Source: an optimization exercise on an open RTL-to-GDS flow (aim: small area). Production flows keep margins and buffers that such runs may drop. Function was not checked in any run shown here: the RTL went through the layout flow alone. Power figures rest on the tool's default switching activity, not on a simulated workload.

==> design.v <==
module resample_interp #(
    parameter int SYM_WIDTH = 1,
    parameter int INT_WIDTH = 1,
    parameter int DEC_WIDTH = 14,
    parameter int MU_WIDTH  = 8,
    parameter int DEPTH     = 8,
    parameter int CNT_WIDTH = 16,
    localparam int DW = SYM_WIDTH + INT_WIDTH + DEC_WIDTH,
    localparam int LW = $clog2(DEPTH) + 1
) (
    input  logic                 clk,
    input  logic                 rst,
    input  logic                 flush,
    input  logic                 in_valid,
    input  logic [DW-1:0]        in_i,
    input  logic [DW-1:0]        in_q,
    input  logic                 mk,
    input  logic [MU_WIDTH-1:0]  mu,
    input  logic                 mode,
    input  logic                 out_ready,
    output logic                 out_valid,
    output logic [DW-1:0]        out_i,
    output logic [DW-1:0]        out_q,
    output logic [LW-1:0]        fifo_level,
    output logic                 overflow,
    output logic [CNT_WIDTH-1:0] sym_cnt
);
    localparam int AW = $clog2(DEPTH);
    localparam logic [DW-1:0] SGN = DW'(1) << (DW - 1);
    logic                 strobe;
    logic                 x_zero;
    logic [DW-1:0]        x_i, x_q;
    logic                 s1_valid, s2_valid, s3_valid;
    logic [DW-1:0]        s1_a_i, s1_a_q;
    logic [MU_WIDTH-1:0]  s1_mu;
    logic [DW-1:0]        s2_y_i, s2_y_q, s3_y_i, s3_y_q;
    logic [DW-1:0]        y_i, y_q;
    logic [DW-1:0]        mem_i [DEPTH];
    logic [DW-1:0]        mem_q [DEPTH];
    logic [AW-1:0]        wr_ptr, rd_ptr;
    logic                 full, pop, wr_ok;
    assign strobe = in_valid && mk;
    always_ff @(posedge clk or posedge rst) begin
        if (rst) begin
            x_zero   <= 1'b1;
            s1_valid <= 1'b0;
            s2_valid <= 1'b0;
            s3_valid <= 1'b0;
        end else if (flush) begin
            x_zero   <= 1'b1;
            s1_valid <= 1'b0;
            s2_valid <= 1'b0;
            s3_valid <= 1'b0;
        end else begin
            if (in_valid) x_zero <= 1'b0;
            s1_valid <= strobe;
            s2_valid <= s1_valid;
            s3_valid <= s2_valid;
        end
    end
    always_ff @(posedge clk) begin
        if (in_valid) begin
            x_i <= in_i ^ SGN;
            x_q <= in_q ^ SGN;
        end
        s1_a_i <= !mode ? in_i ^ SGN : x_zero ? SGN : x_i;
        s1_a_q <= !mode ? in_q ^ SGN : x_zero ? SGN : x_q;
        s1_mu  <= mu;
        s2_y_i <= y_i ^ SGN;
        s2_y_q <= y_q ^ SGN;
        s3_y_i <= s2_y_i;
        s3_y_q <= s2_y_q;
    end
    logic [15:0] ari_1;
    logic [15:0] ari_2;
    logic [15:0] ari_3;
    logic [15:0] ari_4;
    logic [15:0] ari_5;
    logic [15:0] ari_6;
    logic [15:0] ari_7;
    logic [15:0] ari_8;
    logic ari_9;
    logic ari_10;
    logic ari_11;
    logic ari_12;
    logic ari_13;
    logic ari_14;
    logic ari_15;
    logic ari_16;
    logic ari_17;
    logic ari_18;
    logic ari_19;
    logic ari_20;
    logic ari_21;
    logic ari_22;
    logic ari_23;
    logic ari_24;
    logic ari_25;
    logic ari_26;
    logic ari_27;
    logic ari_28;
    logic ari_29;
    logic ari_30;
    logic ari_31;
    logic ari_32;
    logic ari_33;
    logic ari_34;
    logic ari_35;
    logic ari_36;
    logic ari_37;
    logic ari_38;
    logic ari_39;
    logic ari_40;
    logic ari_41;
    logic ari_42;
    logic ari_43;
    logic ari_44;
    logic ari_45;
    logic ari_46;
    logic ari_47;
    logic ari_48;
    logic ari_49;
    logic ari_50;
    logic ari_51;
    logic ari_52;
    logic ari_53;
    logic ari_54;
    logic ari_55;
    logic ari_56;
    logic ari_57;
    logic ari_58;
    logic ari_59;
    logic ari_60;
    logic ari_61;
    logic ari_62;
    logic ari_63;
    logic ari_64;
    logic ari_65;
    logic ari_66;
    logic ari_67;
    logic ari_68;
    logic ari_69;
    logic ari_70;
    logic ari_71;
    logic ari_72;
    logic ari_73;
    logic ari_74;
    logic ari_75;
    logic ari_76;
    logic ari_77;
    logic ari_78;
    logic ari_79;
    logic ari_80;
    logic ari_81;
    logic ari_82;
    logic ari_83;
    logic ari_84;
    logic ari_85;
    logic ari_86;
    logic ari_87;
    logic ari_88;
    logic ari_89;
    logic ari_90;
    logic ari_91;
    logic ari_92;
    logic ari_93;
    logic ari_94;
    logic ari_95;
    logic ari_96;
    logic ari_97;
    logic ari_98;
    logic ari_99;
    logic ari_100;
    logic ari_101;
    logic ari_102;
    logic ari_103;
    logic ari_104;
    logic ari_105;
    logic ari_106;
    logic ari_107;
    logic ari_108;
    logic ari_109;
    logic ari_110;
    logic ari_111;
    logic ari_112;
    logic ari_113;
    logic ari_114;
    logic ari_115;
    logic ari_116;
    logic ari_117;
    logic ari_118;
    logic ari_119;
    logic ari_120;
    logic ari_121;
    logic ari_122;
    logic ari_123;
    logic ari_124;
    logic ari_125;
    logic ari_126;
    logic ari_127;
    logic ari_128;
    logic ari_129;
    logic ari_130;
    logic ari_131;
    logic ari_132;
    logic ari_133;
    logic ari_134;
    logic ari_135;
    logic ari_136;
    logic ari_137;
    logic ari_138;
    logic ari_139;
    logic ari_140;
    logic ari_141;
    logic ari_142;
    logic ari_143;
    logic ari_144;
    logic ari_145;
    logic ari_146;
    logic ari_147;
    logic ari_148;
    logic ari_149;
    logic ari_150;
    logic ari_151;
    logic ari_152;
    logic ari_153;
    logic ari_154;
    logic ari_155;
    logic ari_156;
    logic ari_157;
    logic ari_158;
    logic ari_159;
    logic ari_160;
    logic ari_161;
    logic ari_162;
    logic ari_163;
    logic ari_164;
    logic ari_165;
    logic ari_166;
    logic ari_167;
    logic ari_168;
    logic ari_169;
    logic ari_170;
    logic ari_171;
    logic ari_172;
    logic ari_173;
    logic ari_174;
    logic ari_175;
    logic ari_176;
    logic ari_177;
    logic ari_178;
    logic ari_179;
    logic ari_180;
    logic ari_181;
    logic ari_182;
    logic ari_183;
    logic ari_184;
    logic ari_185;
    logic ari_186;
    logic ari_187;
    logic ari_188;
    logic ari_189;
    logic ari_190;
    logic ari_191;
    logic ari_192;
    logic ari_193;
    logic ari_194;
    logic ari_195;
    logic ari_196;
    logic ari_197;
    logic ari_198;
    logic ari_199;
    logic ari_200;
    logic ari_201;
    logic ari_202;
    logic ari_203;
    logic ari_204;
    logic ari_205;
    logic ari_206;
    logic ari_207;
    logic ari_208;
    logic ari_209;
    logic ari_210;
    logic ari_211;
    logic ari_212;
    logic ari_213;
    logic ari_214;
    logic ari_215;
    logic ari_216;
    logic ari_217;
    logic ari_218;
    logic ari_219;
    logic ari_220;
    logic ari_221;
    logic ari_222;
    logic ari_223;
    logic ari_224;
    logic ari_225;
    logic ari_226;
    logic ari_227;
    logic ari_228;
    logic ari_229;
    logic ari_230;
    logic ari_231;
    logic ari_232;
    logic ari_233;
    logic ari_234;
    logic ari_235;
    logic ari_236;
    logic ari_237;
    logic ari_238;
    logic ari_239;
    logic ari_240;
    logic ari_241;
    logic ari_242;
    logic ari_243;
    logic ari_244;
    logic ari_245;
    logic ari_246;
    logic ari_247;
    logic ari_248;
    logic ari_249;
    logic ari_250;
    logic ari_251;
    logic ari_252;
    logic ari_253;
    logic ari_254;
    logic ari_255;
    logic ari_256;
    logic ari_257;
    logic ari_258;
    logic ari_259;
    logic ari_260;
    logic ari_261;
    logic ari_262;
    logic ari_263;
    logic ari_264;
    logic ari_265;
    logic ari_266;
    logic ari_267;
    logic ari_268;
    logic ari_269;
    logic ari_270;
    logic ari_271;
    logic ari_272;
    logic ari_273;
    logic ari_274;
    logic ari_275;
    logic ari_276;
    logic ari_277;
    logic ari_278;
    logic ari_279;
    logic ari_280;
    logic ari_281;
    logic ari_282;
    logic ari_283;
    logic ari_284;
    logic ari_285;
    logic ari_286;
    logic ari_287;
    logic ari_288;
    logic ari_289;
    logic ari_290;
    logic ari_291;
    logic ari_292;
    logic ari_293;
    logic ari_294;
    logic ari_295;
    logic ari_296;
    logic ari_297;
    logic ari_298;
    logic ari_299;
    logic ari_300;
    logic ari_301;
    logic ari_302;
    logic ari_303;
    logic ari_304;
    logic ari_305;
    logic ari_306;
    logic ari_307;
    logic ari_308;
    logic ari_309;
    logic ari_310;
    logic ari_311;
    logic ari_312;
    logic ari_313;
    logic ari_314;
    logic ari_315;
    logic ari_316;
    logic ari_317;
    logic ari_318;
    logic ari_319;
    logic ari_320;
    logic ari_321;
    logic ari_322;
    logic ari_323;
    logic ari_324;
    logic ari_325;
    assign ari_1 = s1_mu[0] ? x_i : s1_a_i;
    assign ari_2 = s1_mu[1] ? x_i : s1_a_i;
    assign ari_3 = s1_mu[2] ? x_i : s1_a_i;
    assign ari_4 = s1_mu[3] ? x_i : s1_a_i;
    assign ari_5 = s1_mu[4] ? x_i : s1_a_i;
    assign ari_6 = s1_mu[5] ? x_i : s1_a_i;
    assign ari_7 = s1_mu[6] ? x_i : s1_a_i;
    assign ari_8 = s1_mu[7] ? x_i : s1_a_i;
    ri_ha u_ari_9 (s1_a_i[1], ari_1[1], ari_9, ari_10);
    ri_fa u_ari_11 (s1_a_i[2], ari_1[2], ari_2[1], ari_11, ari_12);
    ri_ha u_ari_13 (ari_3[0], ari_10, ari_13, ari_14);
    ri_fa u_ari_15 (s1_a_i[3], ari_1[3], ari_2[2], ari_15, ari_16);
    ri_fa u_ari_17 (ari_3[1], ari_4[0], ari_12, ari_17, ari_18);
    ri_ha u_ari_19 (ari_14, ari_15, ari_19, ari_20);
    ri_fa u_ari_21 (s1_a_i[4], ari_1[4], ari_2[3], ari_21, ari_22);
    ri_fa u_ari_23 (ari_3[2], ari_4[1], ari_5[0], ari_23, ari_24);
    ri_fa u_ari_25 (ari_16, ari_21, ari_23, ari_25, ari_26);
    ri_ha u_ari_27 (ari_20, ari_18, ari_27, ari_28);
    ri_fa u_ari_29 (s1_a_i[5], ari_1[5], ari_2[4], ari_29, ari_30);
    ri_fa u_ari_31 (ari_3[3], ari_4[2], ari_5[1], ari_31, ari_32);
    ri_fa u_ari_33 (ari_6[0], ari_22, ari_24, ari_33, ari_34);
    ri_fa u_ari_35 (ari_29, ari_31, ari_26, ari_35, ari_36);
    ri_ha u_ari_37 (ari_33, ari_28, ari_37, ari_38);
    ri_fa u_ari_39 (s1_a_i[6], ari_1[6], ari_2[5], ari_39, ari_40);
    ri_fa u_ari_41 (ari_3[4], ari_4[3], ari_5[2], ari_41, ari_42);
    ri_fa u_ari_43 (ari_6[1], ari_7[0], ari_30, ari_43, ari_44);
    ri_fa u_ari_45 (ari_32, ari_39, ari_41, ari_45, ari_46);
    ri_fa u_ari_47 (ari_34, ari_43, ari_45, ari_47, ari_48);
    ri_ha u_ari_49 (ari_36, ari_38, ari_49, ari_50);
    assign ari_51 = ~(s1_a_i[7] ^ ari_1[7]);
    assign ari_52 = s1_a_i[7] | ari_1[7];
    ri_fa u_ari_53 (ari_2[6], ari_3[5], ari_4[4], ari_53, ari_54);
    ri_fa u_ari_55 (ari_5[3], ari_6[2], ari_7[1], ari_55, ari_56);
    ri_fa u_ari_57 (ari_8[0], ari_51, ari_40, ari_57, ari_58);
    ri_fa u_ari_59 (ari_42, ari_53, ari_55, ari_59, ari_60);
    ri_fa u_ari_61 (ari_44, ari_46, ari_57, ari_61, ari_62);
    ri_fa u_ari_63 (ari_59, ari_48, ari_61, ari_63, ari_64);
    ri_fa u_ari_65 (s1_a_i[8], ari_1[8], ari_2[7], ari_65, ari_66);
    ri_fa u_ari_67 (ari_3[6], ari_4[5], ari_5[4], ari_67, ari_68);
    ri_fa u_ari_69 (ari_6[3], ari_7[2], ari_8[1], ari_69, ari_70);
    ri_fa u_ari_71 (ari_52, ari_54, ari_56, ari_71, ari_72);
    ri_fa u_ari_73 (ari_65, ari_67, ari_69, ari_73, ari_74);
    ri_fa u_ari_75 (ari_58, ari_60, ari_71, ari_75, ari_76);
    ri_fa u_ari_77 (ari_73, ari_62, ari_75, ari_77, ari_78);
    ri_fa u_ari_79 (s1_a_i[9], ari_1[9], ari_2[8], ari_79, ari_80);
    ri_fa u_ari_81 (ari_3[7], ari_4[6], ari_5[5], ari_81, ari_82);
    ri_fa u_ari_83 (ari_6[4], ari_7[3], ari_8[2], ari_83, ari_84);
    ri_fa u_ari_85 (ari_66, ari_68, ari_70, ari_85, ari_86);
    ri_fa u_ari_87 (ari_79, ari_81, ari_83, ari_87, ari_88);
    ri_fa u_ari_89 (ari_72, ari_74, ari_85, ari_89, ari_90);
    ri_fa u_ari_91 (ari_87, ari_76, ari_89, ari_91, ari_92);
    ri_fa u_ari_93 (s1_a_i[10], ari_1[10], ari_2[9], ari_93, ari_94);
    ri_fa u_ari_95 (ari_3[8], ari_4[7], ari_5[6], ari_95, ari_96);
    ri_fa u_ari_97 (ari_6[5], ari_7[4], ari_8[3], ari_97, ari_98);
    ri_fa u_ari_99 (ari_80, ari_82, ari_84, ari_99, ari_100);
    ri_fa u_ari_101 (ari_93, ari_95, ari_97, ari_101, ari_102);
    ri_fa u_ari_103 (ari_86, ari_88, ari_99, ari_103, ari_104);
    ri_fa u_ari_105 (ari_101, ari_90, ari_103, ari_105, ari_106);
    ri_fa u_ari_107 (s1_a_i[11], ari_1[11], ari_2[10], ari_107, ari_108);
    ri_fa u_ari_109 (ari_3[9], ari_4[8], ari_5[7], ari_109, ari_110);
    ri_fa u_ari_111 (ari_6[6], ari_7[5], ari_8[4], ari_111, ari_112);
    ri_fa u_ari_113 (ari_94, ari_96, ari_98, ari_113, ari_114);
    ri_fa u_ari_115 (ari_107, ari_109, ari_111, ari_115, ari_116);
    ri_fa u_ari_117 (ari_100, ari_102, ari_113, ari_117, ari_118);
    ri_fa u_ari_119 (ari_115, ari_104, ari_117, ari_119, ari_120);
    ri_fa u_ari_121 (s1_a_i[12], ari_1[12], ari_2[11], ari_121, ari_122);
    ri_fa u_ari_123 (ari_3[10], ari_4[9], ari_5[8], ari_123, ari_124);
    ri_fa u_ari_125 (ari_6[7], ari_7[6], ari_8[5], ari_125, ari_126);
    ri_fa u_ari_127 (ari_108, ari_110, ari_112, ari_127, ari_128);
    ri_fa u_ari_129 (ari_121, ari_123, ari_125, ari_129, ari_130);
    ri_fa u_ari_131 (ari_114, ari_116, ari_127, ari_131, ari_132);
    ri_fa u_ari_133 (ari_129, ari_118, ari_131, ari_133, ari_134);
    ri_fa u_ari_135 (s1_a_i[13], ari_1[13], ari_2[12], ari_135, ari_136);
    ri_fa u_ari_137 (ari_3[11], ari_4[10], ari_5[9], ari_137, ari_138);
    ri_fa u_ari_139 (ari_6[8], ari_7[7], ari_8[6], ari_139, ari_140);
    ri_fa u_ari_141 (ari_122, ari_124, ari_126, ari_141, ari_142);
    ri_fa u_ari_143 (ari_135, ari_137, ari_139, ari_143, ari_144);
    ri_fa u_ari_145 (ari_128, ari_130, ari_141, ari_145, ari_146);
    ri_fa u_ari_147 (ari_143, ari_132, ari_145, ari_147, ari_148);
    ri_fa u_ari_149 (s1_a_i[14], ari_1[14], ari_2[13], ari_149, ari_150);
    ri_fa u_ari_151 (ari_3[12], ari_4[11], ari_5[10], ari_151, ari_152);
    ri_fa u_ari_153 (ari_6[9], ari_7[8], ari_8[7], ari_153, ari_154);
    ri_fa u_ari_155 (ari_136, ari_138, ari_140, ari_155, ari_156);
    ri_fa u_ari_157 (ari_149, ari_151, ari_153, ari_157, ari_158);
    ri_fa u_ari_159 (ari_142, ari_144, ari_155, ari_159, ari_160);
    ri_fa u_ari_161 (ari_157, ari_146, ari_159, ari_161, ari_162);
    ri_fa u_ari_163 (s1_a_i[15], ari_1[15], ari_2[14], ari_163, ari_164);
    ri_fa u_ari_165 (ari_3[13], ari_4[12], ari_5[11], ari_165, ari_166);
    ri_fa u_ari_167 (ari_6[10], ari_7[9], ari_8[8], ari_167, ari_168);
    ri_fa u_ari_169 (ari_150, ari_152, ari_154, ari_169, ari_170);
    ri_fa u_ari_171 (ari_163, ari_165, ari_167, ari_171, ari_172);
    ri_fa u_ari_173 (ari_156, ari_158, ari_169, ari_173, ari_174);
    ri_fa u_ari_175 (ari_171, ari_160, ari_173, ari_175, ari_176);
    ri_fa u_ari_177 (ari_2[15], ari_3[14], ari_4[13], ari_177, ari_178);
    ri_fa u_ari_179 (ari_5[12], ari_6[11], ari_7[10], ari_179, ari_180);
    ri_fa u_ari_181 (ari_8[9], ari_164, ari_166, ari_181, ari_182);
    ri_fa u_ari_183 (ari_168, ari_177, ari_179, ari_183, ari_184);
    ri_fa u_ari_185 (ari_170, ari_172, ari_181, ari_185, ari_186);
    ri_fa u_ari_187 (ari_183, ari_174, ari_185, ari_187, ari_188);
    ri_fa u_ari_189 (ari_3[15], ari_4[14], ari_5[13], ari_189, ari_190);
    ri_fa u_ari_191 (ari_6[12], ari_7[11], ari_8[10], ari_191, ari_192);
    ri_fa u_ari_193 (ari_178, ari_180, ari_189, ari_193, ari_194);
    ri_fa u_ari_195 (ari_191, ari_182, ari_184, ari_195, ari_196);
    ri_fa u_ari_197 (ari_193, ari_186, ari_195, ari_197, ari_198);
    ri_fa u_ari_199 (ari_4[15], ari_5[14], ari_6[13], ari_199, ari_200);
    ri_fa u_ari_201 (ari_7[12], ari_8[11], ari_190, ari_201, ari_202);
    ri_fa u_ari_203 (ari_192, ari_199, ari_194, ari_203, ari_204);
    ri_fa u_ari_205 (ari_201, ari_196, ari_203, ari_205, ari_206);
    ri_fa u_ari_207 (ari_5[15], ari_6[14], ari_7[13], ari_207, ari_208);
    ri_fa u_ari_209 (ari_8[12], ari_200, ari_207, ari_209, ari_210);
    ri_fa u_ari_211 (ari_202, ari_209, ari_204, ari_211, ari_212);
    ri_fa u_ari_213 (ari_6[15], ari_7[14], ari_8[13], ari_213, ari_214);
    ri_fa u_ari_215 (ari_208, ari_213, ari_210, ari_215, ari_216);
    ri_fa u_ari_217 (ari_7[15], ari_8[14], ari_214, ari_217, ari_218);
    ri_ha u_ari_219 (s1_a_i[0], ari_1[0], ari_219, ari_220);
    ri_ha u_ari_221 (ari_2[0], ari_9, ari_221, ari_222);
    ri_ha u_ari_223 (ari_11, ari_13, ari_223, ari_224);
    ri_ha u_ari_225 (ari_19, ari_17, ari_225, ari_226);
    ri_ha u_ari_227 (ari_25, ari_27, ari_227, ari_228);
    ri_ha u_ari_229 (ari_37, ari_35, ari_229, ari_230);
    ri_ha u_ari_231 (ari_47, ari_49, ari_231, ari_232);
    ri_ha u_ari_233 (ari_50, ari_63, ari_233, ari_234);
    ri_ha u_ari_235 (ari_64, ari_77, ari_235, ari_236);
    ri_ha u_ari_237 (ari_78, ari_91, ari_237, ari_238);
    ri_ha u_ari_239 (ari_92, ari_105, ari_239, ari_240);
    ri_ha u_ari_241 (ari_106, ari_119, ari_241, ari_242);
    ri_ha u_ari_243 (ari_120, ari_133, ari_243, ari_244);
    ri_ha u_ari_245 (ari_134, ari_147, ari_245, ari_246);
    ri_ha u_ari_247 (ari_148, ari_161, ari_247, ari_248);
    ri_ha u_ari_249 (ari_162, ari_175, ari_249, ari_250);
    ri_ha u_ari_251 (ari_176, ari_187, ari_251, ari_252);
    ri_ha u_ari_253 (ari_188, ari_197, ari_253, ari_254);
    ri_ha u_ari_255 (ari_198, ari_205, ari_255, ari_256);
    ri_ha u_ari_257 (ari_206, ari_211, ari_257, ari_258);
    ri_ha u_ari_259 (ari_215, ari_212, ari_259, ari_260);
    ri_ha u_ari_261 (ari_217, ari_216, ari_261, ari_262);
    ri_ha u_ari_263 (ari_8[15], ari_218, ari_263, ari_264);
    assign ari_265 = ari_222 | (ari_221 & ari_220);
    assign ari_266 = ari_224 | (ari_223 & ari_265);
    assign ari_267 = ari_226 | (ari_225 & ari_266);
    assign ari_268 = ari_228 | (ari_227 & ari_267);
    assign ari_269 = ari_230 | (ari_229 & ari_268);
    assign ari_270 = ari_232 | (ari_231 & ari_269);
    assign ari_271 = ari_234 | (ari_233 & ari_270);
    assign ari_272 = ari_236 | (ari_235 & ari_271);
    assign ari_273 = ari_238 | (ari_237 & ari_272);
    assign ari_274 = ari_242 | (ari_241 & ari_240);
    assign ari_275 = ari_241 & ari_239;
    assign ari_276 = ari_246 | (ari_245 & ari_244);
    assign ari_277 = ari_245 & ari_243;
    assign ari_278 = ari_250 | (ari_249 & ari_248);
    assign ari_279 = ari_249 & ari_247;
    assign ari_280 = ari_254 | (ari_253 & ari_252);
    assign ari_281 = ari_253 & ari_251;
    assign ari_282 = ari_258 | (ari_257 & ari_256);
    assign ari_283 = ari_257 & ari_255;
    assign ari_284 = ari_262 | (ari_261 & ari_260);
    assign ari_285 = ari_261 & ari_259;
    assign ari_286 = 1'b0 | (1'b0 & ari_264);
    assign ari_287 = 1'b0 & ari_263;
    assign ari_288 = ari_274 | (ari_275 & ari_273);
    assign ari_289 = ari_278 | (ari_279 & ari_276);
    assign ari_290 = ari_279 & ari_277;
    assign ari_291 = ari_282 | (ari_283 & ari_280);
    assign ari_292 = ari_283 & ari_281;
    assign ari_293 = ari_286 | (ari_287 & ari_284);
    assign ari_294 = ari_287 & ari_285;
    assign ari_295 = ari_289 | (ari_290 & ari_288);
    assign ari_296 = ari_293 | (ari_294 & ari_291);
    assign ari_297 = ari_294 & ari_292;
    assign ari_298 = ari_296 | (ari_297 & ari_295);
    assign ari_299 = ari_291 | (ari_292 & ari_295);
    assign ari_300 = ari_276 | (ari_277 & ari_288);
    assign ari_301 = ari_280 | (ari_281 & ari_295);
    assign ari_302 = ari_284 | (ari_285 & ari_299);
    assign ari_303 = ari_240 | (ari_239 & ari_273);
    assign ari_304 = ari_244 | (ari_243 & ari_288);
    assign ari_305 = ari_248 | (ari_247 & ari_300);
    assign ari_306 = ari_252 | (ari_251 & ari_295);
    assign ari_307 = ari_256 | (ari_255 & ari_301);
    assign ari_308 = ari_260 | (ari_259 & ari_299);
    assign ari_309 = ari_264 | (ari_263 & ari_302);
    assign ari_310 = ari_235 ^ ari_271;
    assign ari_311 = ari_237 ^ ari_272;
    assign ari_312 = ari_239 ^ ari_273;
    assign ari_313 = ari_241 ^ ari_303;
    assign ari_314 = ari_243 ^ ari_288;
    assign ari_315 = ari_245 ^ ari_304;
    assign ari_316 = ari_247 ^ ari_300;
    assign ari_317 = ari_249 ^ ari_305;
    assign ari_318 = ari_251 ^ ari_295;
    assign ari_319 = ari_253 ^ ari_306;
    assign ari_320 = ari_255 ^ ari_301;
    assign ari_321 = ari_257 ^ ari_307;
    assign ari_322 = ari_259 ^ ari_299;
    assign ari_323 = ari_261 ^ ari_308;
    assign ari_324 = ari_263 ^ ari_302;
    assign ari_325 = 1'b0 ^ ari_309;
    assign y_i = {ari_325, ari_324, ari_323, ari_322, ari_321, ari_320, ari_319, ari_318, ari_317, ari_316, ari_315, ari_314, ari_313, ari_312, ari_311, ari_310};
    logic [15:0] arq_1;
    logic [15:0] arq_2;
    logic [15:0] arq_3;
    logic [15:0] arq_4;
    logic [15:0] arq_5;
    logic [15:0] arq_6;
    logic [15:0] arq_7;
    logic [15:0] arq_8;
    logic arq_9;
    logic arq_10;
    logic arq_11;
    logic arq_12;
    logic arq_13;
    logic arq_14;
    logic arq_15;
    logic arq_16;
    logic arq_17;
    logic arq_18;
    logic arq_19;
    logic arq_20;
    logic arq_21;
    logic arq_22;
    logic arq_23;
    logic arq_24;
    logic arq_25;
    logic arq_26;
    logic arq_27;
    logic arq_28;
    logic arq_29;
    logic arq_30;
    logic arq_31;
    logic arq_32;
    logic arq_33;
    logic arq_34;
    logic arq_35;
    logic arq_36;
    logic arq_37;
    logic arq_38;
    logic arq_39;
    logic arq_40;
    logic arq_41;
    logic arq_42;
    logic arq_43;
    logic arq_44;
    logic arq_45;
    logic arq_46;
    logic arq_47;
    logic arq_48;
    logic arq_49;
    logic arq_50;
    logic arq_51;
    logic arq_52;
    logic arq_53;
    logic arq_54;
    logic arq_55;
    logic arq_56;
    logic arq_57;
    logic arq_58;
    logic arq_59;
    logic arq_60;
    logic arq_61;
    logic arq_62;
    logic arq_63;
    logic arq_64;
    logic arq_65;
    logic arq_66;
    logic arq_67;
    logic arq_68;
    logic arq_69;
    logic arq_70;
    logic arq_71;
    logic arq_72;
    logic arq_73;
    logic arq_74;
    logic arq_75;
    logic arq_76;
    logic arq_77;
    logic arq_78;
    logic arq_79;
    logic arq_80;
    logic arq_81;
    logic arq_82;
    logic arq_83;
    logic arq_84;
    logic arq_85;
    logic arq_86;
    logic arq_87;
    logic arq_88;
    logic arq_89;
    logic arq_90;
    logic arq_91;
    logic arq_92;
    logic arq_93;
    logic arq_94;
    logic arq_95;
    logic arq_96;
    logic arq_97;
    logic arq_98;
    logic arq_99;
    logic arq_100;
    logic arq_101;
    logic arq_102;
    logic arq_103;
    logic arq_104;
    logic arq_105;
    logic arq_106;
    logic arq_107;
    logic arq_108;
    logic arq_109;
    logic arq_110;
    logic arq_111;
    logic arq_112;
    logic arq_113;
    logic arq_114;
    logic arq_115;
    logic arq_116;
    logic arq_117;
    logic arq_118;
    logic arq_119;
    logic arq_120;
    logic arq_121;
    logic arq_122;
    logic arq_123;
    logic arq_124;
    logic arq_125;
    logic arq_126;
    logic arq_127;
    logic arq_128;
    logic arq_129;
    logic arq_130;
    logic arq_131;
    logic arq_132;
    logic arq_133;
    logic arq_134;
    logic arq_135;
    logic arq_136;
    logic arq_137;
    logic arq_138;
    logic arq_139;
    logic arq_140;
    logic arq_141;
    logic arq_142;
    logic arq_143;
    logic arq_144;
    logic arq_145;
    logic arq_146;
    logic arq_147;
    logic arq_148;
    logic arq_149;
    logic arq_150;
    logic arq_151;
    logic arq_152;
    logic arq_153;
    logic arq_154;
    logic arq_155;
    logic arq_156;
    logic arq_157;
    logic arq_158;
    logic arq_159;
    logic arq_160;
    logic arq_161;
    logic arq_162;
    logic arq_163;
    logic arq_164;
    logic arq_165;
    logic arq_166;
    logic arq_167;
    logic arq_168;
    logic arq_169;
    logic arq_170;
    logic arq_171;
    logic arq_172;
    logic arq_173;
    logic arq_174;
    logic arq_175;
    logic arq_176;
    logic arq_177;
    logic arq_178;
    logic arq_179;
    logic arq_180;
    logic arq_181;
    logic arq_182;
    logic arq_183;
    logic arq_184;
    logic arq_185;
    logic arq_186;
    logic arq_187;
    logic arq_188;
    logic arq_189;
    logic arq_190;
    logic arq_191;
    logic arq_192;
    logic arq_193;
    logic arq_194;
    logic arq_195;
    logic arq_196;
    logic arq_197;
    logic arq_198;
    logic arq_199;
    logic arq_200;
    logic arq_201;
    logic arq_202;
    logic arq_203;
    logic arq_204;
    logic arq_205;
    logic arq_206;
    logic arq_207;
    logic arq_208;
    logic arq_209;
    logic arq_210;
    logic arq_211;
    logic arq_212;
    logic arq_213;
    logic arq_214;
    logic arq_215;
    logic arq_216;
    logic arq_217;
    logic arq_218;
    logic arq_219;
    logic arq_220;
    logic arq_221;
    logic arq_222;
    logic arq_223;
    logic arq_224;
    logic arq_225;
    logic arq_226;
    logic arq_227;
    logic arq_228;
    logic arq_229;
    logic arq_230;
    logic arq_231;
    logic arq_232;
    logic arq_233;
    logic arq_234;
    logic arq_235;
    logic arq_236;
    logic arq_237;
    logic arq_238;
    logic arq_239;
    logic arq_240;
    logic arq_241;
    logic arq_242;
    logic arq_243;
    logic arq_244;
    logic arq_245;
    logic arq_246;
    logic arq_247;
    logic arq_248;
    logic arq_249;
    logic arq_250;
    logic arq_251;
    logic arq_252;
    logic arq_253;
    logic arq_254;
    logic arq_255;
    logic arq_256;
    logic arq_257;
    logic arq_258;
    logic arq_259;
    logic arq_260;
    logic arq_261;
    logic arq_262;
    logic arq_263;
    logic arq_264;
    logic arq_265;
    logic arq_266;
    logic arq_267;
    logic arq_268;
    logic arq_269;
    logic arq_270;
    logic arq_271;
    logic arq_272;
    logic arq_273;
    logic arq_274;
    logic arq_275;
    logic arq_276;
    logic arq_277;
    logic arq_278;
    logic arq_279;
    logic arq_280;
    logic arq_281;
    logic arq_282;
    logic arq_283;
    logic arq_284;
    logic arq_285;
    logic arq_286;
    logic arq_287;
    logic arq_288;
    logic arq_289;
    logic arq_290;
    logic arq_291;
    logic arq_292;
    logic arq_293;
    logic arq_294;
    logic arq_295;
    logic arq_296;
    logic arq_297;
    logic arq_298;
    logic arq_299;
    logic arq_300;
    logic arq_301;
    logic arq_302;
    logic arq_303;
    logic arq_304;
    logic arq_305;
    logic arq_306;
    logic arq_307;
    logic arq_308;
    logic arq_309;
    logic arq_310;
    logic arq_311;
    logic arq_312;
    logic arq_313;
    logic arq_314;
    logic arq_315;
    logic arq_316;
    logic arq_317;
    logic arq_318;
    logic arq_319;
    logic arq_320;
    logic arq_321;
    logic arq_322;
    logic arq_323;
    logic arq_324;
    logic arq_325;
    assign arq_1 = s1_mu[0] ? x_q : s1_a_q;
    assign arq_2 = s1_mu[1] ? x_q : s1_a_q;
    assign arq_3 = s1_mu[2] ? x_q : s1_a_q;
    assign arq_4 = s1_mu[3] ? x_q : s1_a_q;
    assign arq_5 = s1_mu[4] ? x_q : s1_a_q;
    assign arq_6 = s1_mu[5] ? x_q : s1_a_q;
    assign arq_7 = s1_mu[6] ? x_q : s1_a_q;
    assign arq_8 = s1_mu[7] ? x_q : s1_a_q;
    ri_ha u_arq_9 (s1_a_q[1], arq_1[1], arq_9, arq_10);
    ri_fa u_arq_11 (s1_a_q[2], arq_1[2], arq_2[1], arq_11, arq_12);
    ri_ha u_arq_13 (arq_3[0], arq_10, arq_13, arq_14);
    ri_fa u_arq_15 (s1_a_q[3], arq_1[3], arq_2[2], arq_15, arq_16);
    ri_fa u_arq_17 (arq_3[1], arq_4[0], arq_12, arq_17, arq_18);
    ri_ha u_arq_19 (arq_14, arq_15, arq_19, arq_20);
    ri_fa u_arq_21 (s1_a_q[4], arq_1[4], arq_2[3], arq_21, arq_22);
    ri_fa u_arq_23 (arq_3[2], arq_4[1], arq_5[0], arq_23, arq_24);
    ri_fa u_arq_25 (arq_16, arq_21, arq_23, arq_25, arq_26);
    ri_ha u_arq_27 (arq_20, arq_18, arq_27, arq_28);
    ri_fa u_arq_29 (s1_a_q[5], arq_1[5], arq_2[4], arq_29, arq_30);
    ri_fa u_arq_31 (arq_3[3], arq_4[2], arq_5[1], arq_31, arq_32);
    ri_fa u_arq_33 (arq_6[0], arq_22, arq_24, arq_33, arq_34);
    ri_fa u_arq_35 (arq_29, arq_31, arq_26, arq_35, arq_36);
    ri_ha u_arq_37 (arq_33, arq_28, arq_37, arq_38);
    ri_fa u_arq_39 (s1_a_q[6], arq_1[6], arq_2[5], arq_39, arq_40);
    ri_fa u_arq_41 (arq_3[4], arq_4[3], arq_5[2], arq_41, arq_42);
    ri_fa u_arq_43 (arq_6[1], arq_7[0], arq_30, arq_43, arq_44);
    ri_fa u_arq_45 (arq_32, arq_39, arq_41, arq_45, arq_46);
    ri_fa u_arq_47 (arq_34, arq_43, arq_45, arq_47, arq_48);
    ri_ha u_arq_49 (arq_36, arq_38, arq_49, arq_50);
    assign arq_51 = ~(s1_a_q[7] ^ arq_1[7]);
    assign arq_52 = s1_a_q[7] | arq_1[7];
    ri_fa u_arq_53 (arq_2[6], arq_3[5], arq_4[4], arq_53, arq_54);
    ri_fa u_arq_55 (arq_5[3], arq_6[2], arq_7[1], arq_55, arq_56);
    ri_fa u_arq_57 (arq_8[0], arq_51, arq_40, arq_57, arq_58);
    ri_fa u_arq_59 (arq_42, arq_53, arq_55, arq_59, arq_60);
    ri_fa u_arq_61 (arq_44, arq_46, arq_57, arq_61, arq_62);
    ri_fa u_arq_63 (arq_59, arq_48, arq_61, arq_63, arq_64);
    ri_fa u_arq_65 (s1_a_q[8], arq_1[8], arq_2[7], arq_65, arq_66);
    ri_fa u_arq_67 (arq_3[6], arq_4[5], arq_5[4], arq_67, arq_68);
    ri_fa u_arq_69 (arq_6[3], arq_7[2], arq_8[1], arq_69, arq_70);
    ri_fa u_arq_71 (arq_52, arq_54, arq_56, arq_71, arq_72);
    ri_fa u_arq_73 (arq_65, arq_67, arq_69, arq_73, arq_74);
    ri_fa u_arq_75 (arq_58, arq_60, arq_71, arq_75, arq_76);
    ri_fa u_arq_77 (arq_73, arq_62, arq_75, arq_77, arq_78);
    ri_fa u_arq_79 (s1_a_q[9], arq_1[9], arq_2[8], arq_79, arq_80);
    ri_fa u_arq_81 (arq_3[7], arq_4[6], arq_5[5], arq_81, arq_82);
    ri_fa u_arq_83 (arq_6[4], arq_7[3], arq_8[2], arq_83, arq_84);
    ri_fa u_arq_85 (arq_66, arq_68, arq_70, arq_85, arq_86);
    ri_fa u_arq_87 (arq_79, arq_81, arq_83, arq_87, arq_88);
    ri_fa u_arq_89 (arq_72, arq_74, arq_85, arq_89, arq_90);
    ri_fa u_arq_91 (arq_87, arq_76, arq_89, arq_91, arq_92);
    ri_fa u_arq_93 (s1_a_q[10], arq_1[10], arq_2[9], arq_93, arq_94);
    ri_fa u_arq_95 (arq_3[8], arq_4[7], arq_5[6], arq_95, arq_96);
    ri_fa u_arq_97 (arq_6[5], arq_7[4], arq_8[3], arq_97, arq_98);
    ri_fa u_arq_99 (arq_80, arq_82, arq_84, arq_99, arq_100);
    ri_fa u_arq_101 (arq_93, arq_95, arq_97, arq_101, arq_102);
    ri_fa u_arq_103 (arq_86, arq_88, arq_99, arq_103, arq_104);
    ri_fa u_arq_105 (arq_101, arq_90, arq_103, arq_105, arq_106);
    ri_fa u_arq_107 (s1_a_q[11], arq_1[11], arq_2[10], arq_107, arq_108);
    ri_fa u_arq_109 (arq_3[9], arq_4[8], arq_5[7], arq_109, arq_110);
    ri_fa u_arq_111 (arq_6[6], arq_7[5], arq_8[4], arq_111, arq_112);
    ri_fa u_arq_113 (arq_94, arq_96, arq_98, arq_113, arq_114);
    ri_fa u_arq_115 (arq_107, arq_109, arq_111, arq_115, arq_116);
    ri_fa u_arq_117 (arq_100, arq_102, arq_113, arq_117, arq_118);
    ri_fa u_arq_119 (arq_115, arq_104, arq_117, arq_119, arq_120);
    ri_fa u_arq_121 (s1_a_q[12], arq_1[12], arq_2[11], arq_121, arq_122);
    ri_fa u_arq_123 (arq_3[10], arq_4[9], arq_5[8], arq_123, arq_124);
    ri_fa u_arq_125 (arq_6[7], arq_7[6], arq_8[5], arq_125, arq_126);
    ri_fa u_arq_127 (arq_108, arq_110, arq_112, arq_127, arq_128);
    ri_fa u_arq_129 (arq_121, arq_123, arq_125, arq_129, arq_130);
    ri_fa u_arq_131 (arq_114, arq_116, arq_127, arq_131, arq_132);
    ri_fa u_arq_133 (arq_129, arq_118, arq_131, arq_133, arq_134);
    ri_fa u_arq_135 (s1_a_q[13], arq_1[13], arq_2[12], arq_135, arq_136);
    ri_fa u_arq_137 (arq_3[11], arq_4[10], arq_5[9], arq_137, arq_138);
    ri_fa u_arq_139 (arq_6[8], arq_7[7], arq_8[6], arq_139, arq_140);
    ri_fa u_arq_141 (arq_122, arq_124, arq_126, arq_141, arq_142);
    ri_fa u_arq_143 (arq_135, arq_137, arq_139, arq_143, arq_144);
    ri_fa u_arq_145 (arq_128, arq_130, arq_141, arq_145, arq_146);
    ri_fa u_arq_147 (arq_143, arq_132, arq_145, arq_147, arq_148);
    ri_fa u_arq_149 (s1_a_q[14], arq_1[14], arq_2[13], arq_149, arq_150);
    ri_fa u_arq_151 (arq_3[12], arq_4[11], arq_5[10], arq_151, arq_152);
    ri_fa u_arq_153 (arq_6[9], arq_7[8], arq_8[7], arq_153, arq_154);
    ri_fa u_arq_155 (arq_136, arq_138, arq_140, arq_155, arq_156);
    ri_fa u_arq_157 (arq_149, arq_151, arq_153, arq_157, arq_158);
    ri_fa u_arq_159 (arq_142, arq_144, arq_155, arq_159, arq_160);
    ri_fa u_arq_161 (arq_157, arq_146, arq_159, arq_161, arq_162);
    ri_fa u_arq_163 (s1_a_q[15], arq_1[15], arq_2[14], arq_163, arq_164);
    ri_fa u_arq_165 (arq_3[13], arq_4[12], arq_5[11], arq_165, arq_166);
    ri_fa u_arq_167 (arq_6[10], arq_7[9], arq_8[8], arq_167, arq_168);
    ri_fa u_arq_169 (arq_150, arq_152, arq_154, arq_169, arq_170);
    ri_fa u_arq_171 (arq_163, arq_165, arq_167, arq_171, arq_172);
    ri_fa u_arq_173 (arq_156, arq_158, arq_169, arq_173, arq_174);
    ri_fa u_arq_175 (arq_171, arq_160, arq_173, arq_175, arq_176);
    ri_fa u_arq_177 (arq_2[15], arq_3[14], arq_4[13], arq_177, arq_178);
    ri_fa u_arq_179 (arq_5[12], arq_6[11], arq_7[10], arq_179, arq_180);
    ri_fa u_arq_181 (arq_8[9], arq_164, arq_166, arq_181, arq_182);
    ri_fa u_arq_183 (arq_168, arq_177, arq_179, arq_183, arq_184);
    ri_fa u_arq_185 (arq_170, arq_172, arq_181, arq_185, arq_186);
    ri_fa u_arq_187 (arq_183, arq_174, arq_185, arq_187, arq_188);
    ri_fa u_arq_189 (arq_3[15], arq_4[14], arq_5[13], arq_189, arq_190);
    ri_fa u_arq_191 (arq_6[12], arq_7[11], arq_8[10], arq_191, arq_192);
    ri_fa u_arq_193 (arq_178, arq_180, arq_189, arq_193, arq_194);
    ri_fa u_arq_195 (arq_191, arq_182, arq_184, arq_195, arq_196);
    ri_fa u_arq_197 (arq_193, arq_186, arq_195, arq_197, arq_198);
    ri_fa u_arq_199 (arq_4[15], arq_5[14], arq_6[13], arq_199, arq_200);
    ri_fa u_arq_201 (arq_7[12], arq_8[11], arq_190, arq_201, arq_202);
    ri_fa u_arq_203 (arq_192, arq_199, arq_194, arq_203, arq_204);
    ri_fa u_arq_205 (arq_201, arq_196, arq_203, arq_205, arq_206);
    ri_fa u_arq_207 (arq_5[15], arq_6[14], arq_7[13], arq_207, arq_208);
    ri_fa u_arq_209 (arq_8[12], arq_200, arq_207, arq_209, arq_210);
    ri_fa u_arq_211 (arq_202, arq_209, arq_204, arq_211, arq_212);
    ri_fa u_arq_213 (arq_6[15], arq_7[14], arq_8[13], arq_213, arq_214);
    ri_fa u_arq_215 (arq_208, arq_213, arq_210, arq_215, arq_216);
    ri_fa u_arq_217 (arq_7[15], arq_8[14], arq_214, arq_217, arq_218);
    ri_ha u_arq_219 (s1_a_q[0], arq_1[0], arq_219, arq_220);
    ri_ha u_arq_221 (arq_2[0], arq_9, arq_221, arq_222);
    ri_ha u_arq_223 (arq_11, arq_13, arq_223, arq_224);
    ri_ha u_arq_225 (arq_19, arq_17, arq_225, arq_226);
    ri_ha u_arq_227 (arq_25, arq_27, arq_227, arq_228);
    ri_ha u_arq_229 (arq_37, arq_35, arq_229, arq_230);
    ri_ha u_arq_231 (arq_47, arq_49, arq_231, arq_232);
    ri_ha u_arq_233 (arq_50, arq_63, arq_233, arq_234);
    ri_ha u_arq_235 (arq_64, arq_77, arq_235, arq_236);
    ri_ha u_arq_237 (arq_78, arq_91, arq_237, arq_238);
    ri_ha u_arq_239 (arq_92, arq_105, arq_239, arq_240);
    ri_ha u_arq_241 (arq_106, arq_119, arq_241, arq_242);
    ri_ha u_arq_243 (arq_120, arq_133, arq_243, arq_244);
    ri_ha u_arq_245 (arq_134, arq_147, arq_245, arq_246);
    ri_ha u_arq_247 (arq_148, arq_161, arq_247, arq_248);
    ri_ha u_arq_249 (arq_162, arq_175, arq_249, arq_250);
    ri_ha u_arq_251 (arq_176, arq_187, arq_251, arq_252);
    ri_ha u_arq_253 (arq_188, arq_197, arq_253, arq_254);
    ri_ha u_arq_255 (arq_198, arq_205, arq_255, arq_256);
    ri_ha u_arq_257 (arq_206, arq_211, arq_257, arq_258);
    ri_ha u_arq_259 (arq_215, arq_212, arq_259, arq_260);
    ri_ha u_arq_261 (arq_217, arq_216, arq_261, arq_262);
    ri_ha u_arq_263 (arq_8[15], arq_218, arq_263, arq_264);
    assign arq_265 = arq_222 | (arq_221 & arq_220);
    assign arq_266 = arq_224 | (arq_223 & arq_265);
    assign arq_267 = arq_226 | (arq_225 & arq_266);
    assign arq_268 = arq_228 | (arq_227 & arq_267);
    assign arq_269 = arq_230 | (arq_229 & arq_268);
    assign arq_270 = arq_232 | (arq_231 & arq_269);
    assign arq_271 = arq_234 | (arq_233 & arq_270);
    assign arq_272 = arq_236 | (arq_235 & arq_271);
    assign arq_273 = arq_238 | (arq_237 & arq_272);
    assign arq_274 = arq_242 | (arq_241 & arq_240);
    assign arq_275 = arq_241 & arq_239;
    assign arq_276 = arq_246 | (arq_245 & arq_244);
    assign arq_277 = arq_245 & arq_243;
    assign arq_278 = arq_250 | (arq_249 & arq_248);
    assign arq_279 = arq_249 & arq_247;
    assign arq_280 = arq_254 | (arq_253 & arq_252);
    assign arq_281 = arq_253 & arq_251;
    assign arq_282 = arq_258 | (arq_257 & arq_256);
    assign arq_283 = arq_257 & arq_255;
    assign arq_284 = arq_262 | (arq_261 & arq_260);
    assign arq_285 = arq_261 & arq_259;
    assign arq_286 = 1'b0 | (1'b0 & arq_264);
    assign arq_287 = 1'b0 & arq_263;
    assign arq_288 = arq_274 | (arq_275 & arq_273);
    assign arq_289 = arq_278 | (arq_279 & arq_276);
    assign arq_290 = arq_279 & arq_277;
    assign arq_291 = arq_282 | (arq_283 & arq_280);
    assign arq_292 = arq_283 & arq_281;
    assign arq_293 = arq_286 | (arq_287 & arq_284);
    assign arq_294 = arq_287 & arq_285;
    assign arq_295 = arq_289 | (arq_290 & arq_288);
    assign arq_296 = arq_293 | (arq_294 & arq_291);
    assign arq_297 = arq_294 & arq_292;
    assign arq_298 = arq_296 | (arq_297 & arq_295);
    assign arq_299 = arq_291 | (arq_292 & arq_295);
    assign arq_300 = arq_276 | (arq_277 & arq_288);
    assign arq_301 = arq_280 | (arq_281 & arq_295);
    assign arq_302 = arq_284 | (arq_285 & arq_299);
    assign arq_303 = arq_240 | (arq_239 & arq_273);
    assign arq_304 = arq_244 | (arq_243 & arq_288);
    assign arq_305 = arq_248 | (arq_247 & arq_300);
    assign arq_306 = arq_252 | (arq_251 & arq_295);
    assign arq_307 = arq_256 | (arq_255 & arq_301);
    assign arq_308 = arq_260 | (arq_259 & arq_299);
    assign arq_309 = arq_264 | (arq_263 & arq_302);
    assign arq_310 = arq_235 ^ arq_271;
    assign arq_311 = arq_237 ^ arq_272;
    assign arq_312 = arq_239 ^ arq_273;
    assign arq_313 = arq_241 ^ arq_303;
    assign arq_314 = arq_243 ^ arq_288;
    assign arq_315 = arq_245 ^ arq_304;
    assign arq_316 = arq_247 ^ arq_300;
    assign arq_317 = arq_249 ^ arq_305;
    assign arq_318 = arq_251 ^ arq_295;
    assign arq_319 = arq_253 ^ arq_306;
    assign arq_320 = arq_255 ^ arq_301;
    assign arq_321 = arq_257 ^ arq_307;
    assign arq_322 = arq_259 ^ arq_299;
    assign arq_323 = arq_261 ^ arq_308;
    assign arq_324 = arq_263 ^ arq_302;
    assign arq_325 = 1'b0 ^ arq_309;
    assign y_q = {arq_325, arq_324, arq_323, arq_322, arq_321, arq_320, arq_319, arq_318, arq_317, arq_316, arq_315, arq_314, arq_313, arq_312, arq_311, arq_310};
    assign full      = fifo_level == LW'(DEPTH);
    assign out_valid = fifo_level != '0;
    assign pop       = out_valid && out_ready;
    assign wr_ok     = s3_valid && (!full || pop);
    always_comb begin
        out_i = '0;
        out_q = '0;
        for (int k = 0; k < DEPTH; k++) begin
            if (out_valid && rd_ptr == AW'(k)) begin
                out_i = out_i | mem_i[k];
                out_q = out_q | mem_q[k];
            end
        end
    end
    always_ff @(posedge clk) begin
        if (wr_ok && !flush) begin
            mem_i[wr_ptr] <= s3_y_i;
            mem_q[wr_ptr] <= s3_y_q;
        end
    end
    always_ff @(posedge clk or posedge rst) begin
        if (rst) begin
            wr_ptr     <= '0;
            rd_ptr     <= '0;
            fifo_level <= '0;
            overflow   <= 1'b0;
            sym_cnt    <= '0;
        end else if (flush) begin
            wr_ptr     <= '0;
            rd_ptr     <= '0;
            fifo_level <= '0;
            overflow   <= 1'b0;
            sym_cnt    <= '0;
        end else begin
            if (wr_ok) begin
                wr_ptr  <= wr_ptr + AW'(1);
                sym_cnt <= sym_cnt + CNT_WIDTH'(1);
            end
            if (pop) begin
                rd_ptr <= rd_ptr + AW'(1);
            end
            case ({wr_ok, pop})
                2'b10:   fifo_level <= fifo_level + LW'(1);
                2'b01:   fifo_level <= fifo_level - LW'(1);
                default: fifo_level <= fifo_level;
            endcase
            if (s3_valid && !wr_ok) begin
                overflow <= 1'b1;
            end
        end
    end
endmodule
module ri_fa (
    input  logic a, b, c,
    output logic s, co
);
    assign s  = a ^ b ^ c;
    assign co = (a & b) | (c & (a ^ b));
endmodule
module ri_ha (
    input  logic a, b,
    output logic s, co
);
    assign s  = a ^ b;
    assign co = a & b;
endmodule
==> run.sh <==
#!/bin/bash
# synth_recipe.tcl (not shown) runs the flow's synth.tcl, then flattens the netlist and writes it again
# the make line also repeats each setting of config.mk as NAME=value (left out here)
make -C /OpenROAD-flow-scripts/flow DESIGN_CONFIG=/design/flow/config.mk WORK_HOME=/design/flow/orfs CLKGATE_MAP_FILE= SYNTH_SCRIPT=/design/flow/synth_recipe.tcl finish
==> config.mk <==
export PLATFORM = sky130hd
export DESIGN_NAME = resample_interp
export DESIGN_NICKNAME = resample_interp
export VERILOG_FILES = /design/flow/design.v
export SDC_FILE = /design/flow/constraint.sdc
export NUM_CORES = 4
export LEC_CHECK = 0
export CAP_MARGIN = 20
export CORE_MARGIN = 2
export CORE_UTILIZATION = 40
export CTS_BUF_LIST = sky130_fd_sc_hd__clkbuf_16
export CTS_CLUSTER_DIAMETER = 80
export CTS_CLUSTER_SIZE = 25
export PLACE_DENSITY = 0.6
export SLEW_MARGIN = 20
export SYNTH_HIERARCHICAL = 1
export SYNTH_MINIMUM_KEEP_SIZE = 0
==> constraint.sdc <==
create_clock -name core_clock -period 6.0 [get_ports {clk}]
set_input_delay 1.2000 -clock core_clock [delete_from_list [all_inputs] [get_ports {clk}]]
set_output_delay 1.2000 -clock core_clock [all_outputs]
set_load 0.01 [all_outputs]
==> results of run 1 <==
[power by group]
group	internal [mW]	switching (mW)
combinational	2.75	3.01
clock	0.822	1.04
sequential	3.80	0.402
[worst max-delay path by stage]
| stage | slack, ns | cells after the start | to | startpoint |
|---|---|---|---|---|
| after floorplan | 0.32 | 21 | s2_y_i[13] | s1_mu[2] |
| after global placement | 0.29 | 21 | s2_y_i[13] | s1_mu[0] |
| after detailed placement | 0.27 | 20 | s2_y_q[11] | s1_mu[0] |
| after CTS | 0.26 | 20 | s2_y_q[11] | s1_mu[0] |
| after global routing | 0.006 | 21 | s2_y_i[11] | s1_mu[2] |
| final | 0.37 | 21 | s2_y_i[11] | s1_mu[2] |
[per-module statistics from Yosys (local to each module, per instance)]
module / flip-flops and latches / cell area [sq um] / cells / copies in the design
ri_ha: 0 / 12.5 / 1 / 58
ri_fa: 0 / 20.0 / 1 / 196
resample_interp: 423 / 18400 / 1320 / 1
[cell usage after synthesis (all sizes together) (2+ instances only)]
cell	n	area, sq um
a221oi	20	181
o21ai	56	284
nand2	36	135
a21o	6	45.0
nand3	39	195
a221o	2	20.0
o31a	2	17.5
and3	26	163
or3	3	18.8
o211ai	10	75.1
a31oi	4	25.0
or4	5	37.5
a211oi	5	37.5
a22oi	44	330
fa	197	3940
nand4	3	18.8
o31ai	2	15.0
mux2i	7	70.1
nor3	6	30.0
dfxtp	104	2080
xnor2	17	149
or2	5	31.3
ha	88	1100
dfrtp	30	751
clkbuf	58	218
edfxtp	288	8650
nor4	2	27.5
xor2	7	61.3
buf	26	150
a21oi	22	110
nor2b	10	62.6
a222oi	31	310
mux2	258	2910
nand2b	8	50.1
inv	48	180
and2	6	37.5
nor2	55	206
nand3b	30	225
[kinds of logic (layout without fill, tap and decap cells)]
family | after synthesis | count (layout) | share of synthesized area [%]
flops | 423 | 423 | 49.9
fa+ha+maj | 285 | 285 | 21.9
mux | 265 | 265 | 12.9
simple gates | 235 | 235 | 5.41
compound gates | 210 | 210 | 6.54
buf+inv | 132 | 229 | 2.38
xor+xnor | 24 | 24 | 0.912
[per-layer routing]
metal | share of wire (%) | up-vias | track usage (%) | wire, um
met2 | 47 | 339 | 29.9 | 25800
met1 | 47 | 6732 | 26.9 | 25500
met4 | 1.5 | 0 | 2.89 | 796
met3 | 4.8 | 49 | 2.32 | 2610
met5 | 0 | - | 0 | 0
li1 | - | 5995 | - | -
[final cells by class]
class | count | area, sq um | share of cell area, %
Sequential cell | 423 | 11500 | 44.5
Multi-Input combinational cell | 1019 | 11000 | 42.7
Timing Repair Buffer | 135 | 1340 | 5.20
Tap cell | 756 | 946 | 3.66
Clock buffer | 25 | 626 | 2.42
Clock inverter | 21 | 198 | 0.765
Inverter | 48 | 180 | 0.697
[worst max-delay path: stages (launching register included)]
cell	delay [ns]
dfxtp_1	0.38
buf_12	0.20
mux2_2	0.37
fa_1	0.46
fa_1	0.45
fa_1	0.53
fa_1	0.44
ha_1	0.22
or4_1	0.40
a211oi_1	0.21
o21ai_0	0.17
ha_1	0.20
or2_2	0.27
ha_1	0.19
o211ai_1	0.20
a21oi_1	0.13
o21ai_1	0.14
buf_4	0.14
nand2b_1	0.05
ha_1	0.17
nor2_1	0.11
xnor2_1	0.12
[flip-flops by register name, indices dropped and copies added (netlist names), 4 cells and up]
register / cells
mem_i: 128
x_i: 16
x_q: 16
s2_y_q: 16
s3_y_i: 16
s2_y_i: 16
mem_q: 128
s1_mu: 8
fifo_level: 4
s1_a_q: 16
s1_a_i: 16
s3_y_q: 16
sym_cnt: 16
[stage by stage]
stage | hold WS (ns) | area (sq um) | std cells | power (mW) | utilization [%]
after floorplan | 0.310 | 23000 | 1574 | 8.18 | -
after global routing | 0.306 | 25800 | 2427 | 12.9 | 45.6
after global placement | 0.311 | 25000 | 2381 | 10.0 | 44.1
after CTS | 0.312 | 25800 | 2427 | 12.0 | 45.6
final | 0.301 | 25800 | 2427 | 11.8 | 45.6
after detailed placement | 0.312 | 25000 | 2381 | 10.1 | 44.1
[layout by cell type, fill, tap and decap left out, types with 4 or more instances in the layout]
cell type and n:
buf_4 29, a211oi_1 5, and2_1 4, xor2_1 7, buf_12 7, a21o_1 6
a221oi_1 19, nand2_1 36, a31oi_1 4, o21ai_0 52, fa_1 197, nand3b_1 30
a21oi_1 22, a22oi_1 44, nor2b_1 10, o211ai_1 10, nand3_1 39, nor3_1 4
ha_1 88, dfrtp_1 30, inv_16 4, a222oi_1 31, inv_1 56, clkdlybuf4s50_1 98
dfxtp_1 102, nor2_4 4, nor2_1 49, nand2b_1 8, mux2_2 258, edfxtp_1 288
mux2i_1 7, or2_2 5, and3_1 23, clkbuf_16 25, xnor2_1 17, or4_1 5
==> impl_metrics.ini, run 1 <==
[worst_setup_path]
start_kind = register
worstReg2RegStart = s1_mu[2]
crit_fanout = 23
cp.required_ns = 6.52
endpoint_kind = register
path_class = register to register
worstRegToRegCells = 21
r2r-end = s2_y_i[11]
crit_arrival_ns = 6.14
rrSetupSlack_ns = 0.37

[run_status]
outcome = no timing/DRC/antenna violations

[timing]
max_slew_margin_pct = 23.5
maxSlewViolCount = 0
rsz0062_at_grt = false
fin_ws_ns = 0.375
hold_viol_final = 0
finClkSkew_ns = 0.0272
tns_ns = 0
worst_pin_slew_ns = 1.15
finalCriticalPeriod_ns = 5.63
finalCritPeriodShare_pct = 93.8
setup_viol = 0
fmax_mhz = 178

[global_routing]
grt_max_degree = 63
grt.overflow.total = 0
grt.total_usage_pct = 18.4
antenna_found_initial = 0
grt_pass1_vias = 13800
grt_pass1_wl_um = 84800

[logic_synthesis]
ys_seq_area_share_pct = 49.9
synth_edf_count = 288
synth-seq-cells = 423
ys_warn_count = 7
yosysUniqueCellTypes = 53
synth_nets = 1906
synth_area_sq_mm = 0.0230
avgSynthCellArea_sq_um = 14.6
synthCells = 1574
ys_dominant_reg_cell = edfxtp_1
async_flop_share_pct = 7.33

[placed_design]
gp_congestion = 0.836
hpwl_um = 37100
portBuffers = 100
dp_slack_ns = 0.268

[min_path]
hold_class = register to register
min_from = s2_y_i[1]
hold_depth = 0
hold_end = s3_y_i[1]

[clocking]
cts.hold.buffers_added = 0
clock_path_buffers = 3
cts_buffers = 25
ctsResizeCount = 0
clkSlewWorstSetupHoldPaths_ns = 0.10
cts_tree = yes
clk_latency_ns = 0.59
h-tree-depth = 1
post_cts.repair.setup_buffers = 0
cts-root-buf = clkbuf_16
clock-sinks = 423

[route]
drt_iter0_drc = 1046
drc = 0
via_count = 13100
final_antenna_net_count = 0
routed_wl_um = 54700
firstDrtPassIters = 5
via_per_inst = 5.40
wire_per_inst_um = 22.6

[power]
power_density_mw_per_mm2 = 457
p_leak_nw = 9.59
peakVddDrop_v = 0.000285

[flow_run]
maxCapViolations = 0

[final_layout]
drive_gt1_share_pct = 21.4
nets = 1984
syn_to_final_growth_pct = 12.1
n_antenna_cell = 0
fill_cells = 5012

[die]
start_util_pct = 40.6
die_h_um = 244
dieArea_sq_mm = 0.0595
rows = 87
core_area_sq_mm = 0.0567
ioPinCount = 101
die_x_um = 244
==> run 2, diff against run 1 <==
--- a/config.mk
+++ b/config.mk
@@ -9,8 +9,8 @@
 export CORE_MARGIN = 2
 export CORE_UTILIZATION = 40
 export CTS_BUF_LIST = sky130_fd_sc_hd__clkbuf_16
-export CTS_CLUSTER_DIAMETER = 80
-export CTS_CLUSTER_SIZE = 25
+export CTS_CLUSTER_DIAMETER = 100
+export CTS_CLUSTER_SIZE = 30
 export PLACE_DENSITY = 0.6
 export SLEW_MARGIN = 20
 export SYNTH_HIERARCHICAL = 1
==> run 2 against run 1 <==
Effect of this change: still clean on timing, DRC and antenna; routed wire length about the same; non-clock buffer count increased by 1; global-route usage about the same; synthesized area unchanged; final area decreased by 0.83%; highest routed layer unchanged.
==> impl_metrics.ini, run 2 <==
[timing]
tns_ns = 0
finClkSkew_ns = 0.0228
maxSlewViolCount = 0
max_slew_margin_pct = 32.8
fmax_mhz = 178
rsz0062_at_grt = false
hold_viol_final = 0
fin_ws_ns = 0.382
worst_pin_slew_ns = 1.01
finalCriticalPeriod_ns = 5.62
finalCritPeriodShare_pct = 93.6
setup_viol = 0

[logic_synthesis]
synth_edf_count = 288
yosysMostFrequentCell = edfxtp_1
ys_seq_area_share_pct = 49.9
avgSynthCellArea_sq_um = 14.6
synth_area_sq_mm = 0.0230
synthCells = 1574
synth_top_area_cell = edfxtp_1
synthTopCellsByCount = 288 x edfxtp_1, 258 x mux2_2, 197 x fa_1, 104 x dfxtp_1, 88 x ha_1
synth-seq-cells = 423
synth_nets = 1906
async_flop_share_pct = 7.33
yosysUniqueCellTypes = 53
synth_top_area_share_pct = 37.5
synthTopCellsByArea = edfxtp_1 38%, fa_1 17%, mux2_2 13%
ys_dominant_reg_cell = edfxtp_1
ys_warn_count = 7

[global_routing]
grt_util_met1_pct = 26.8
gr-usage-met2_pct = 30.2
grt_max_degree = 63
top_usage_layer = met2
grt_pass1_vias = 13800
met3_usage_pct = 2.15
grt.overflow.total = 0
grt_pass1_wl_um = 84700
grt.total_usage_pct = 18.4
antenna_found_initial = 0

[power]
peakVddDrop_v = 0.000320
p_leak_nw = 9.48
power_density_mw_per_mm2 = 449

[final_layout]
multi_input_area_sq_mm = 0.0110
fill_cells = 5030
largestRegisters = mem_i: 128 flops, mem_q: 128 flops
fin_cells = 2416
n_antenna_cell = 0
final_area_sq_mm = 0.0256
syn_to_final_growth_pct = 11.2
nets = 1979
seqCellArea_sq_mm = 0.0115
drive_gt1_share_pct = 20.9
final_common_cell = edfxtp_1
mostFrequentLayoutCells = 288 x edfxtp_1, 258 x mux2_2, 197 x fa_1, 102 x dfxtp_1, 98 x clkdlybuf4s50_1

[worst_setup_path]
rrSetupSlack_ns = 0.38
r2r-end = s2_y_q[11]
worst_path_largest_cell_delay_ns = 0.57
path_class = register to register
path_delay_family = adder cells
endpoint_kind = register
start_kind = register
cp_cell_sequence = buf_12 > mux2_2 > fa_1 > fa_1 > fa_1 > fa_1 > ha_1 > or4_1 > a211oi_1 > o21ai_0 > ha_1 > or2_2 > ha_1 > o211ai_1 > a21oi_1 > o21ai_1 > nand2b_1 > ha_1 > nor2_1 > xnor2_1
path_buf_inv = 1
crit_arrival_ns = 6.10
worstRegToRegCells = 20
cp.required_ns = 6.48
worst-path-stages = 20
worstReg2RegStart = s1_mu[2]
cp_slowest_cell = fa_1
crit_fanout = 23

[flow_run]
maxCapViolations = 0

[route]
firstDrtPassIters = 7
final_antenna_net_count = 0
wire_per_inst_um = 22.6
routed_wl_um = 54700
drt_iter0_drc = 1112
drc = 0
via_count = 13000
via_per_inst = 5.38

[die]
dieArea_sq_mm = 0.0595
die_h_um = 244
ioPinCount = 101
core_area_sq_mm = 0.0567
die_x_um = 244
rows = 87
start_util_pct = 40.6

[clocking]
clk_latency_ns = 0.56
cts_buffers = 19
clkSlewWorstSetupHoldPaths_ns = 0.12
post_cts.repair.setup_buffers = 0
cts-root-buf = clkbuf_16
h-tree-depth = 1
clock-sinks = 423
cts_tree = yes
clock_path_buffers = 3

[placed_design]
gp_congestion = 0.836
dp_slack_ns = 0.268
postPlaceCellArea_sq_mm = 0.0250
dp.cells = 2381
hpwl_um = 37100
portBuffers = 100

[min_path]
hold_depth = 0
hold_end = s3_y_q[0]
min_from = s2_y_q[0]
hold_class = register to register

[run_status]
outcome = no timing/DRC/antenna violations
-- run 2: cell counts after synthesis --
No cell type changed its count.
-- run 2: worst max path at each step --
stage / from / to / slack, ns
CTS: s1_mu[0] / s2_y_q[11] / 0.23
finish: s1_mu[2] / s2_y_q[11] / 0.38
global placement: s1_mu[0] / s2_y_i[13] / 0.29
floorplan: s1_mu[2] / s2_y_i[13] / 0.32
detailed placement: s1_mu[0] / s2_y_q[11] / 0.27
global route: s1_mu[2] / s2_y_i[11] / 0.03
-- run 2: cell families after synthesis --
kind of cell    count (synthesis)  share of synthesized area (%)
simple gates                  235                           5.41
buf+inv                       132                           2.38
mux                           265                           12.9
fa+ha+maj                     285                           21.9
xor+xnor                       24                          0.912
compound gates                210                           6.54
flops                         423                           49.9
-- run 2: what timing repair did --
item | 4_1_cts | 5_1_grt
hold buffers | 0 | 0
endpoints found under the setup margin | 0 | 4
gates resized for setup | 0 | 5
endpoints found under the hold margin | 0 | 0
-- run 2: per-module statistics from Yosys, one instance, submodules excluded --
module | copies in the design | cells inside | flip-flops and latches | area [sq um]
resample_interp | 1 | 1320 | 423 | 18400
ri_fa | 196 | 1 | 0 | 20.0
ri_ha | 58 | 1 | 0 | 12.5
-- run 2: final cells by class --
class                   count  share of cell area [%]
multi-input cells        1019                    43.1
repair buffers            136                    5.30
clock buffers              19                    1.86
flip-flops and latches    423                    44.9
well taps                 756                    3.69
inverters                  48                   0.703
clock inverters            15                   0.459
-- run 2: report_power, final --
group / switching (mW) / total, mW / internal [mW]
combinational: 3.01 / 5.76 / 2.75
clock: 0.935 / 1.55 / 0.612
sequential: 0.402 / 4.20 / 3.80
total: 4.35 / 11.5 / 7.16
-- run 2: through the flow --
| stage | total power, mW | utilization, % | hold slack [ns] |
|---|---|---|---|
| final | 11.5 | 45.2 | 0.337 |
| after global routing | 12.6 | 45.2 | 0.346 |
| after CTS | 11.7 | 45.1 | 0.338 |
| after detailed placement | 10.1 | 44.1 | 0.312 |
| after global placement | 10.0 | 44.1 | 0.311 |
| after floorplan | 8.18 | - | 0.310 |
-- run 2: worst register-to-register path: stages (launching register included) --
cell and delay [ns]:
dfxtp_1 0.39, buf_12 0.20, mux2_2 0.37, fa_1 0.57
fa_1 0.44, fa_1 0.40, fa_1 0.51, ha_1 0.23
or4_1 0.40, a211oi_1 0.22, o21ai_0 0.12, ha_1 0.18
or2_2 0.27, ha_1 0.19, o211ai_1 0.21, a21oi_1 0.12
o21ai_1 0.22, nand2b_1 0.09, ha_1 0.17, nor2_1 0.11
xnor2_1 0.14
-- run 2: routing by layer --
layer / routed length (um) / vias up
met3: 2090 / 41
met5: 0 / -
met1: 25800 / 6701
li1: - / 5977
met2: 26000 / 289
met4: 784 / 0

[separate check: timing with driven ports]
How much do the figures lean on ideal ports? The routed layouts below were timed once more, with nothing changed but the port constraints. Step 1 (the two cells are an assumption about what drives the block):
set clk [get_ports {clk}]
set_driving_cell -lib_cell sky130_fd_sc_hd__clkbuf_16 $clk
set_driving_cell -lib_cell sky130_fd_sc_hd__buf_2 [delete_from_list [all_inputs] $clk]
Step 2 adds t to the input delays and takes it off the output delays; t is the mean of the earliest and latest rising clock arrival at the registers after step 1. Input paths then give back, and output paths get back, about the clock's delay inside the block. Slacks: ideal / step 1 / step 2; pairs: ideal / step 1.
run | t (ns) | slack for setup (ns) | cell pins on the clock port's net
run 1 | 0.628 | 0.375 / 0.375 / 0.375 | 1
run 2 | 0.612 | 0.382 / 0.382 / 0.382 | 1
After both steps setup and hold are still met in every run listed.
